Context: an optimization exercise on an open-source flow, tuned for small area. The choices shown serve that exercise and are no tape-out recipe.
The RTL was checked by simulation tests, not by an equivalence proof against the original design.
Power figures rest on the tool's default switching activity, not on a simulated workload.

==> 12-07: inputs <==
Design qpu_exu_top, start of the top module:
module qpu_exu_top (
  input  logic                         clk,
  input  logic                         i_rst,
  input  logic                         i_instr_valid,
  output logic                         o_instr_ready,
  input  logic [32-1:0]   i_instr,
  output logic                         o_evt_valid,
  input  logic                         i_evt_ready,
  output logic [8-1:0]   o_evt_gate,
  output logic [8-1:0]    o_evt_mask,
  output logic [20-1:0]   o_evt_time,
  output logic                         o_evt_meas,
  input  logic                         i_meas_valid,
  input  logic [8-1:0]    i_meas_data,
  output logic                         o_wb_valid,
  output logic [4-1:0]  o_wb_rdidx,
  output logic [32-1:0]         o_wb_data
);
==> module qpu_exu_top, before the edit <==
module qpu_exu_top (
  input  logic                         clk,
  input  logic                         i_rst,
  input  logic                         i_instr_valid,
  output logic                         o_instr_ready,
  input  logic [32-1:0]   i_instr,
  output logic                         o_evt_valid,
  input  logic                         i_evt_ready,
  output logic [8-1:0]   o_evt_gate,
  output logic [8-1:0]    o_evt_mask,
  output logic [20-1:0]   o_evt_time,
  output logic                         o_evt_meas,
  input  logic                         i_meas_valid,
  input  logic [8-1:0]    i_meas_data,
  output logic                         o_wb_valid,
  output logic [4-1:0]  o_wb_rdidx,
  output logic [32-1:0]         o_wb_data
);
  logic [3:0] op;
  logic       d_addi, d_add, d_smis, d_qwait, d_evt, d_meas, d_fmr, d_wb;
  logic [2:0] sidx, qidx;
  assign op      = i_instr[31:28];
  assign d_addi  = (op == 4'd1);
  assign d_add   = (op == 4'd2);
  assign d_smis  = (op == 4'd3);
  assign d_qwait = (op == 4'd4);
  assign d_evt   = (op == 4'd5) || (op == 4'd6);
  assign d_meas  = (op == 4'd6);
  assign d_fmr   = (op == 4'd7);
  assign d_wb    = d_addi || d_add || d_fmr;
  assign sidx    = i_instr[19:17];
  assign qidx    = i_instr[12:10];
  logic [31:0] xr [1:15];
  logic [7:0]  sr [8];
  logic [19:0] time_q;
  logic [7:0]  meas_q;
  logic [7:0]  om [4];
  logic [3:0]  ov;
  logic [1:0]  wp, rp;
  logic        wb_v, evt_v, evt_meas, cin;
  logic [7:0]  g;        
  logic [7:0]  mask;
  logic [3:0]  rs2;
  logic [15:0] imm;
  logic        use_rs2;
  logic hold, hazard, accept, full, match;
  logic [7:0] smask, pend;
  assign hold   = evt_v && !i_evt_ready;
  assign full   = &ov;
  always_comb
  begin
    for (int j = 0; j < 8; j++)
      pend[j] = (ov[0] & om[0][j]) | (ov[1] & om[1][j]) |
                (ov[2] & om[2][j]) | (ov[3] & om[3][j]);
  end
  assign match  = pend[qidx];
  assign hazard = (d_meas && full) || (d_fmr && match);
  assign o_instr_ready = !hazard && !hold;
  assign accept = i_instr_valid && o_instr_ready;
  assign smask  = sr[sidx];
  always_ff @(posedge clk)
  begin
    if (i_rst)
    begin
      wb_v  <= 1'b0;
      evt_v <= 1'b0;
    end
    else
    begin
      wb_v  <= accept && d_wb;
      if (!hold)
        evt_v <= accept && d_evt;
    end
  end
  always_ff @(posedge clk)
  begin
    if (!hold)
    begin
      g[7:4]   <= d_fmr ? i_instr[16:13] : i_instr[27:24];
      g[3:0]   <= d_fmr ? 4'd0 : i_instr[23:20];
      mask     <= smask;
      evt_meas <= d_meas;
    end
  end
  always_ff @(posedge clk)
  begin
    rs2     <= d_fmr ? 4'd0 : i_instr[19:16];
    imm     <= i_instr[15:0];
    use_rs2 <= !d_addi;
    cin     <= d_fmr && meas_q[qidx];
  end
  logic [3:0]  rs1;
  logic [31:0] a, b;
  assign rs1 = g[3:0];
  always_comb
  begin
    a = '0;
    b = '0;
    for (int k = 1; k < 16; k++)
    begin
      a = a | ({32{rs1 == 4'(k)}} & xr[k]);
      b = b | ({32{rs2 == 4'(k)}} & xr[k]);
    end
    if (!use_rs2)
      b = {{16{imm[15]}}, imm};
  end
  assign o_wb_valid = wb_v;
  assign o_wb_rdidx = g[7:4];
  assign o_wb_data  = a + b + 32'(cin);
  assign o_evt_valid = evt_v;
  assign o_evt_gate  = g;
  assign o_evt_mask  = mask;
  assign o_evt_time  = time_q;
  assign o_evt_meas  = evt_meas;
  logic [31:0] wdata;
  assign wdata = i_rst ? '0 : o_wb_data;
  always_ff @(posedge clk)
  begin
    for (int k = 1; k < 16; k++)
      if (i_rst || (wb_v && g[7:4] == 4'(k)))
        xr[k] <= wdata;
  end
  logic [7:0] sdata;
  assign sdata = i_rst ? '0 : i_instr[7:0];
  always_ff @(posedge clk)
  begin
    for (int k = 0; k < 8; k++)
      if (i_rst || (i_instr_valid && !hold && d_smis && sidx == 3'(k)))
        sr[k] <= sdata;
  end
  always_ff @(posedge clk)
  begin
    if (i_rst)
      time_q <= '0;
    else
      time_q <= time_q + ((i_instr_valid && !hold && d_qwait) ? 20'(i_instr[9:0]) : 20'd0);
  end
  logic enq, ret;
  logic [7:0] head;
  assign enq  = accept && d_meas;
  assign ret  = i_meas_valid && (|ov);
  assign head = om[rp];
  always_ff @(posedge clk)
  begin
    for (int j = 0; j < 8; j++)
      if (i_rst || (i_meas_valid && head[j]))
        meas_q[j] <= !i_rst && i_meas_data[j];
  end
  always_ff @(posedge clk)
  begin
    for (int k = 0; k < 4; k++)
      if (enq && wp == 2'(k))
        om[k] <= smask;
  end
  always_ff @(posedge clk)
  begin
    if (i_rst)
    begin
      ov <= '0;
      wp <= '0;
      rp <= '0;
    end
    else
    begin
      if (enq)
        wp <= wp + 1'b1;
      if (ret)
        rp <= rp + 1'b1;
      for (int k = 0; k < 4; k++)
        if (enq && wp == 2'(k))
          ov[k] <= 1'b1;
        else if (ret && rp == 2'(k))
          ov[k] <= 1'b0;
    end
  end
endmodule
export LEC_CHECK = 0
export CAP_MARGIN = 20
export CORE_MARGIN = 2
export CORE_UTILIZATION = 40
export SLEW_MARGIN = 20
create_clock -name core_clock -period 5.5 [get_ports {clk}]
run.sh (not shown) runs the stock make flow with config.mk's settings and CLKGATE_MAP_FILE= SYNTH_SCRIPT=/design/flow/synth_recipe.tcl, a recipe that flattens the netlist after the stock synthesis.
==> 05-16 (differences from 12-07) <==
--- a/flow/design.v
+++ b/flow/design.v
@@ -43,5 +43,5 @@
   output logic [32-1:0]         o_wb_data
 );
-  logic [3:0] op;
+  logic [3:0] op, rd, rs1, rs2;
   logic       d_addi, d_add, d_smis, d_qwait, d_evt, d_meas, d_fmr, d_wb;
   logic [2:0] sidx, qidx;
@@ -57,4 +57,7 @@
   assign sidx    = i_instr[19:17];
   assign qidx    = i_instr[12:10];
+  assign rd      = d_fmr ? i_instr[16:13] : i_instr[27:24];
+  assign rs1     = i_instr[23:20];
+  assign rs2     = i_instr[19:16];
   logic [31:0] xr [1:15];
   logic [7:0]  sr [8];
@@ -64,13 +67,11 @@
   logic [3:0]  ov;
   logic [1:0]  wp, rp;
-  logic        wb_v, evt_v, evt_meas, cin;
-  logic [7:0]  g;        
-  logic [7:0]  mask;
-  logic [3:0]  rs2;
-  logic [15:0] imm;
-  logic        use_rs2;
-  logic hold, hazard, accept, full, match;
+  logic        wb_v, evt_v;
+  logic [3:0]  rdq;
+  logic [31:0] res;
+  logic hold, hazard, accept, full, match, free;
   logic [7:0] smask, pend;
   assign hold   = evt_v && !i_evt_ready;
+  assign free   = i_instr_valid && !hold;
   assign full   = &ov;
   always_comb
@@ -85,4 +86,21 @@
   assign accept = i_instr_valid && o_instr_ready;
   assign smask  = sr[sidx];
+  logic [31:0] a, b, sum, result;
+  logic        fbit, kill;
+  assign fbit = meas_q[qidx];
+  always_comb
+  begin
+    a = '0;
+    b = '0;
+    for (int k = 1; k < 16; k++)
+    begin
+      a = a | ({32{rs1 == 4'(k)}} & xr[k]);
+      b = b | ({32{d_add && rs2 == 4'(k)}} & xr[k]);
+    end
+    b = b | ({32{d_addi}} & {{16{i_instr[15]}}, i_instr[15:0]});
+  end
+  assign sum = a + b;
+  assign kill   = i_rst || d_fmr;
+  assign result = ({32{!kill}} & sum) | 32'(!i_rst && d_fmr && fbit);
   always_ff @(posedge clk)
   begin
@@ -101,49 +119,24 @@
   always_ff @(posedge clk)
   begin
+    rdq        <= rd;
+    res[31:17] <= result[31:17];
     if (!hold)
-    begin
-      g[7:4]   <= d_fmr ? i_instr[16:13] : i_instr[27:24];
-      g[3:0]   <= d_fmr ? 4'd0 : i_instr[23:20];
-      mask     <= smask;
-      evt_meas <= d_meas;
-    end
+      res[16:0] <= d_evt ? {d_meas, i_instr[27:20], smask} : result[16:0];
   end
-  always_ff @(posedge clk)
-  begin
-    rs2     <= d_fmr ? 4'd0 : i_instr[19:16];
-    imm     <= i_instr[15:0];
-    use_rs2 <= !d_addi;
-    cin     <= d_fmr && meas_q[qidx];
-  end
-  logic [3:0]  rs1;
-  logic [31:0] a, b;
-  assign rs1 = g[3:0];
-  always_comb
-  begin
-    a = '0;
-    b = '0;
-    for (int k = 1; k < 16; k++)
-    begin
-      a = a | ({32{rs1 == 4'(k)}} & xr[k]);
-      b = b | ({32{rs2 == 4'(k)}} & xr[k]);
-    end
-    if (!use_rs2)
-      b = {{16{imm[15]}}, imm};
-  end
-  assign o_wb_valid = wb_v;
-  assign o_wb_rdidx = g[7:4];
-  assign o_wb_data  = a + b + 32'(cin);
+  assign o_wb_valid  = wb_v;
+  assign o_wb_rdidx  = rdq;
+  assign o_wb_data   = res;
   assign o_evt_valid = evt_v;
-  assign o_evt_gate  = g;
-  assign o_evt_mask  = mask;
+  assign o_evt_gate  = res[15:8];
+  assign o_evt_mask  = res[7:0];
   assign o_evt_time  = time_q;
-  assign o_evt_meas  = evt_meas;
-  logic [31:0] wdata;
-  assign wdata = i_rst ? '0 : o_wb_data;
+  assign o_evt_meas  = res[16];
+  logic        wen;
+  assign wen   = accept && d_wb;
   always_ff @(posedge clk)
   begin
     for (int k = 1; k < 16; k++)
-      if (i_rst || (wb_v && g[7:4] == 4'(k)))
-        xr[k] <= wdata;
+      if (i_rst || (wen && rd == 4'(k)))
+        xr[k] <= result;
   end
   logic [7:0] sdata;
@@ -152,5 +145,5 @@
   begin
     for (int k = 0; k < 8; k++)
-      if (i_rst || (i_instr_valid && !hold && d_smis && sidx == 3'(k)))
+      if (i_rst || (free && d_smis && sidx == 3'(k)))
         sr[k] <= sdata;
   end
@@ -160,5 +153,5 @@
       time_q <= '0;
     else
-      time_q <= time_q + ((i_instr_valid && !hold && d_qwait) ? 20'(i_instr[9:0]) : 20'd0);
+      time_q <= time_q + ((free && d_qwait) ? 20'(i_instr[9:0]) : 20'd0);
   end
   logic enq, ret;
==> flow/flow/run.sh (new file) <==
#!/bin/bash
# Standard layout with: plain buf_1 port buffers, no timing-driven global
# placement, and a clock tree of clkbuf_4 cells over small clusters without
# dummy loads. The clock still reaches every register through buffers.
set -o pipefail
bash standard.sh \
  "BUFFER_PORTS_ARGS=-buffer_cell sky130_fd_sc_hd__buf_1" \
  GPL_TIMING_DRIVEN=0 \
  SETUP_SLACK_MARGIN=0.15 \
  "CTS_ARGS=-sink_clustering_enable -repair_clock_nets -dont_use_dummy_load -sink_clustering_size 8 -sink_clustering_max_diameter 35 -buf_list sky130_fd_sc_hd__clkbuf_4" \
  finish > flow.log 2>&1
==> flow/standard.sh (new file) <==
#!/bin/bash
# synth_recipe.tcl (not shown) runs the flow's synth.tcl, then flattens the netlist and writes it again
# the make line also repeats each setting of config.mk as NAME=value (left out here)
make -C /OpenROAD-flow-scripts/flow DESIGN_CONFIG=/design/flow/config.mk WORK_HOME=/design/flow/orfs CLKGATE_MAP_FILE= SYNTH_SCRIPT=/design/flow/synth_recipe.tcl "${@:-finish}"
removed: flow/run.sh
==> 08-26 (differences from 12-07) <==
--- a/flow/design.v
+++ b/flow/design.v
@@ -43,5 +43,5 @@
   output logic [32-1:0]         o_wb_data
 );
-  logic [3:0] op;
+  logic [3:0] op, rd, rs1, rs2;
   logic       d_addi, d_add, d_smis, d_qwait, d_evt, d_meas, d_fmr, d_wb;
   logic [2:0] sidx, qidx;
@@ -57,4 +57,7 @@
   assign sidx    = i_instr[19:17];
   assign qidx    = i_instr[12:10];
+  assign rd      = d_fmr ? i_instr[16:13] : i_instr[27:24];
+  assign rs1     = i_instr[23:20];
+  assign rs2     = i_instr[19:16];
   logic [31:0] xr [1:15];
   logic [7:0]  sr [8];
@@ -64,13 +67,12 @@
   logic [3:0]  ov;
   logic [1:0]  wp, rp;
-  logic        wb_v, evt_v, evt_meas, cin;
+  logic        wb_v, evt_v, evt_meas;
   logic [7:0]  g;        
   logic [7:0]  mask;
-  logic [3:0]  rs2;
-  logic [15:0] imm;
-  logic        use_rs2;
-  logic hold, hazard, accept, full, match;
+  logic [31:0] res;
+  logic hold, hazard, accept, full, match, free;
   logic [7:0] smask, pend;
   assign hold   = evt_v && !i_evt_ready;
+  assign free   = i_instr_valid && !hold;
   assign full   = &ov;
   always_comb
@@ -85,4 +87,21 @@
   assign accept = i_instr_valid && o_instr_ready;
   assign smask  = sr[sidx];
+  logic [31:0] a, b, sum, result;
+  logic        fbit, kill;
+  assign fbit = meas_q[qidx];
+  always_comb
+  begin
+    a = '0;
+    b = '0;
+    for (int k = 1; k < 16; k++)
+    begin
+      a = a | ({32{rs1 == 4'(k)}} & xr[k]);
+      b = b | ({32{d_add && rs2 == 4'(k)}} & xr[k]);
+    end
+    b = b | ({32{d_addi}} & {{16{i_instr[15]}}, i_instr[15:0]});
+  end
+  assign sum = a + b;
+  assign kill   = i_rst || d_fmr;
+  assign result = ({32{!kill}} & sum) | 32'(!i_rst && d_fmr && fbit);
   always_ff @(posedge clk)
   begin
@@ -103,6 +122,5 @@
     if (!hold)
     begin
-      g[7:4]   <= d_fmr ? i_instr[16:13] : i_instr[27:24];
-      g[3:0]   <= d_fmr ? 4'd0 : i_instr[23:20];
+      g        <= {rd, i_instr[23:20]};
       mask     <= smask;
       evt_meas <= d_meas;
@@ -110,28 +128,8 @@
   end
   always_ff @(posedge clk)
-  begin
-    rs2     <= d_fmr ? 4'd0 : i_instr[19:16];
-    imm     <= i_instr[15:0];
-    use_rs2 <= !d_addi;
-    cin     <= d_fmr && meas_q[qidx];
-  end
-  logic [3:0]  rs1;
-  logic [31:0] a, b;
-  assign rs1 = g[3:0];
-  always_comb
-  begin
-    a = '0;
-    b = '0;
-    for (int k = 1; k < 16; k++)
-    begin
-      a = a | ({32{rs1 == 4'(k)}} & xr[k]);
-      b = b | ({32{rs2 == 4'(k)}} & xr[k]);
-    end
-    if (!use_rs2)
-      b = {{16{imm[15]}}, imm};
-  end
-  assign o_wb_valid = wb_v;
-  assign o_wb_rdidx = g[7:4];
-  assign o_wb_data  = a + b + 32'(cin);
+    res <= result;
+  assign o_wb_valid  = wb_v;
+  assign o_wb_rdidx  = g[7:4];
+  assign o_wb_data   = res;
   assign o_evt_valid = evt_v;
   assign o_evt_gate  = g;
@@ -139,11 +137,11 @@
   assign o_evt_time  = time_q;
   assign o_evt_meas  = evt_meas;
-  logic [31:0] wdata;
-  assign wdata = i_rst ? '0 : o_wb_data;
+  logic        wen;
+  assign wen   = accept && d_wb;
   always_ff @(posedge clk)
   begin
     for (int k = 1; k < 16; k++)
-      if (i_rst || (wb_v && g[7:4] == 4'(k)))
-        xr[k] <= wdata;
+      if (i_rst || (wen && rd == 4'(k)))
+        xr[k] <= result;
   end
   logic [7:0] sdata;
@@ -152,5 +150,5 @@
   begin
     for (int k = 0; k < 8; k++)
-      if (i_rst || (i_instr_valid && !hold && d_smis && sidx == 3'(k)))
+      if (i_rst || (free && d_smis && sidx == 3'(k)))
         sr[k] <= sdata;
   end
@@ -160,5 +158,5 @@
       time_q <= '0;
     else
-      time_q <= time_q + ((i_instr_valid && !hold && d_qwait) ? 20'(i_instr[9:0]) : 20'd0);
+      time_q <= time_q + ((free && d_qwait) ? 20'(i_instr[9:0]) : 20'd0);
   end
   logic enq, ret;
==> flow/flow/run.sh (new file) <==
#!/bin/bash
# Standard layout with: plain buf_1 port buffers, no timing-driven global
# placement, and a clock tree of clkbuf_4 cells over small clusters without
# dummy loads. The clock still reaches every register through buffers.
set -o pipefail
bash standard.sh \
  "BUFFER_PORTS_ARGS=-buffer_cell sky130_fd_sc_hd__buf_1" \
  GPL_TIMING_DRIVEN=0 \
  SETUP_SLACK_MARGIN=0.3 \
  "CTS_ARGS=-sink_clustering_enable -repair_clock_nets -dont_use_dummy_load -sink_clustering_size 8 -sink_clustering_max_diameter 35 -buf_list sky130_fd_sc_hd__clkbuf_4" \
  finish > flow.log 2>&1
==> flow/standard.sh (new file) <==
#!/bin/bash
# synth_recipe.tcl (not shown) runs the flow's synth.tcl, then flattens the netlist and writes it again
# the make line also repeats each setting of config.mk as NAME=value (left out here)
make -C /OpenROAD-flow-scripts/flow DESIGN_CONFIG=/design/flow/config.mk WORK_HOME=/design/flow/orfs CLKGATE_MAP_FILE= SYNTH_SCRIPT=/design/flow/synth_recipe.tcl "${@:-finish}"
removed: flow/run.sh
==> flow_summary.yaml <==
status:
  outcome: "finished with violations"
  so_faults: "negative setup slack"
synth:
  synthCells: 2093
power:
  p_int_mw: 7.30
  p_clk_mw: 2.55
drt:
  wl_met3_um: 20300
  drt-met1-wl_um: 43900
die:
  start_util_pct: 40.6
  die-area_um2: 75000
placed_design:
  post-place-ws_ns: -2.88
  io_buffers: 113
layout:
  nFillCells: 6353
  n_all_buffers: 311
  antenna_cells: 8
setup_path:
  max_stage_delay_ns: 0.67
  crit_chain: "buf_2 -> nor4b_2 -> buf_4 -> clkbuf_2 -> buf_2 -> a22oi_1 -> nand4_1 -> ha_1 -> nor2b_2 -> o31ai_2 -> a2111oi_2 -> or3_1 -> buf_2 -> o211ai_2 -> a21boi_2 -> o22ai_2 -> mux2i_4 -> buf_12"
timing:
  relSlewSlack_pct: 11.1
  setup_violations: 14
  layout_setup_ws_ns: -0.00518
cts:
  cts_sinks: 650
hold_path:
  hold_depth: 3
-- figures above: 05-16

==> flow_summary.yaml <==
hold_path:
  hold_depth: 2
layout:
  antenna_cells: 13
  nFillCells: 6383
  layout_common_cells: "edfxtp_1 (601), a22oi_1 (261), clkbuf_4 (159), buf_1 (119), nand2_1 (98)"
  n_all_buffers: 312
setup_path:
  max_stage_delay_ns: 0.48
  crit_chain: "buf_1 -> clkbuf_8 -> nor3_4 -> nand2_2 -> nor3_4 -> buf_12 -> buf_12 -> a221oi_1 -> nand3_1 -> ha_2 -> inv_1 -> fa_1 -> nor2b_4 -> o211ai_1 -> a21o_1 -> a2111oi_4 -> buf_4 -> o2111ai_1 -> a21oi_1 -> a211oi_1 -> xor2_1 -> nor2_4 -> buf_12"
drt:
  wl_met3_um: 19200
timing:
  layout_setup_ws_ns: 0.385
  relSlewSlack_pct: 16.3
  setup_violations: 0
cts:
  cts_sinks: 663
status:
  outcome: "timing/DRC/antenna clean"
power:
  p_int_mw: 7.59
  p_clk_mw: 2.87
die:
  start_util_pct: 40.5
  die-area_um2: 74900
placed_design:
  io_buffers: 117
  post-place-ws_ns: -2.78
synth:
  synthCells: 2097
  synth_area_per_cell_um2: 13.9
-- figures above: 08-26

==> flow_summary.yaml <==
synth:
  synthCells: 2211
timing:
  layout_setup_ws_ns: -0.249
  setup_violations: 14
drt:
  wl_met3_um: 14800
status:
  so_faults: "negative setup slack"
  outcome: "finished with violations"
die:
  die-area_um2: 76000
power:
  p_int_mw: 12.8
  p_clk_mw: 4.93
layout:
  nFillCells: 5925
setup_path:
  max_stage_delay_ns: 0.50
-- figures above: 12-07

==> static timing again, ports no longer ideal <==
The flow's constraints put no driver on any port. The routed layouts listed below were extracted and timed again, unchanged, in two steps. Step 1 sets driving cells, clkbuf_16 on the clock port and buf_2 on the other inputs (assumed; they add their load-dependent delay and slew). Step 2 also shifts input and output timing later by t, the mid clock arrival at the registers, as if the neighbouring blocks saw the same clock. Three values: ideal, step 1, step 2; two values: the first two.
run	shift t [ns]	slack for setup (ns)	worst hold slack (ns)
12-07	0.700	-0.249 / -0.315 / 0.385	0.526 / 0.526 / 0.526
05-16	0.984	-0.005 / -0.043 / -1.027	0.412 / 0.400 / 0.519
08-26	1.083	0.385 / 0.414 / -0.670	0.353 / 0.330 / 0.554
With both steps, setup timing fails in 08-26, where it was met with ideal ports. For 08-26, which loses most, drivers alone change the setup slack by +0.029 ns; drivers and shift together by -1.055 ns.
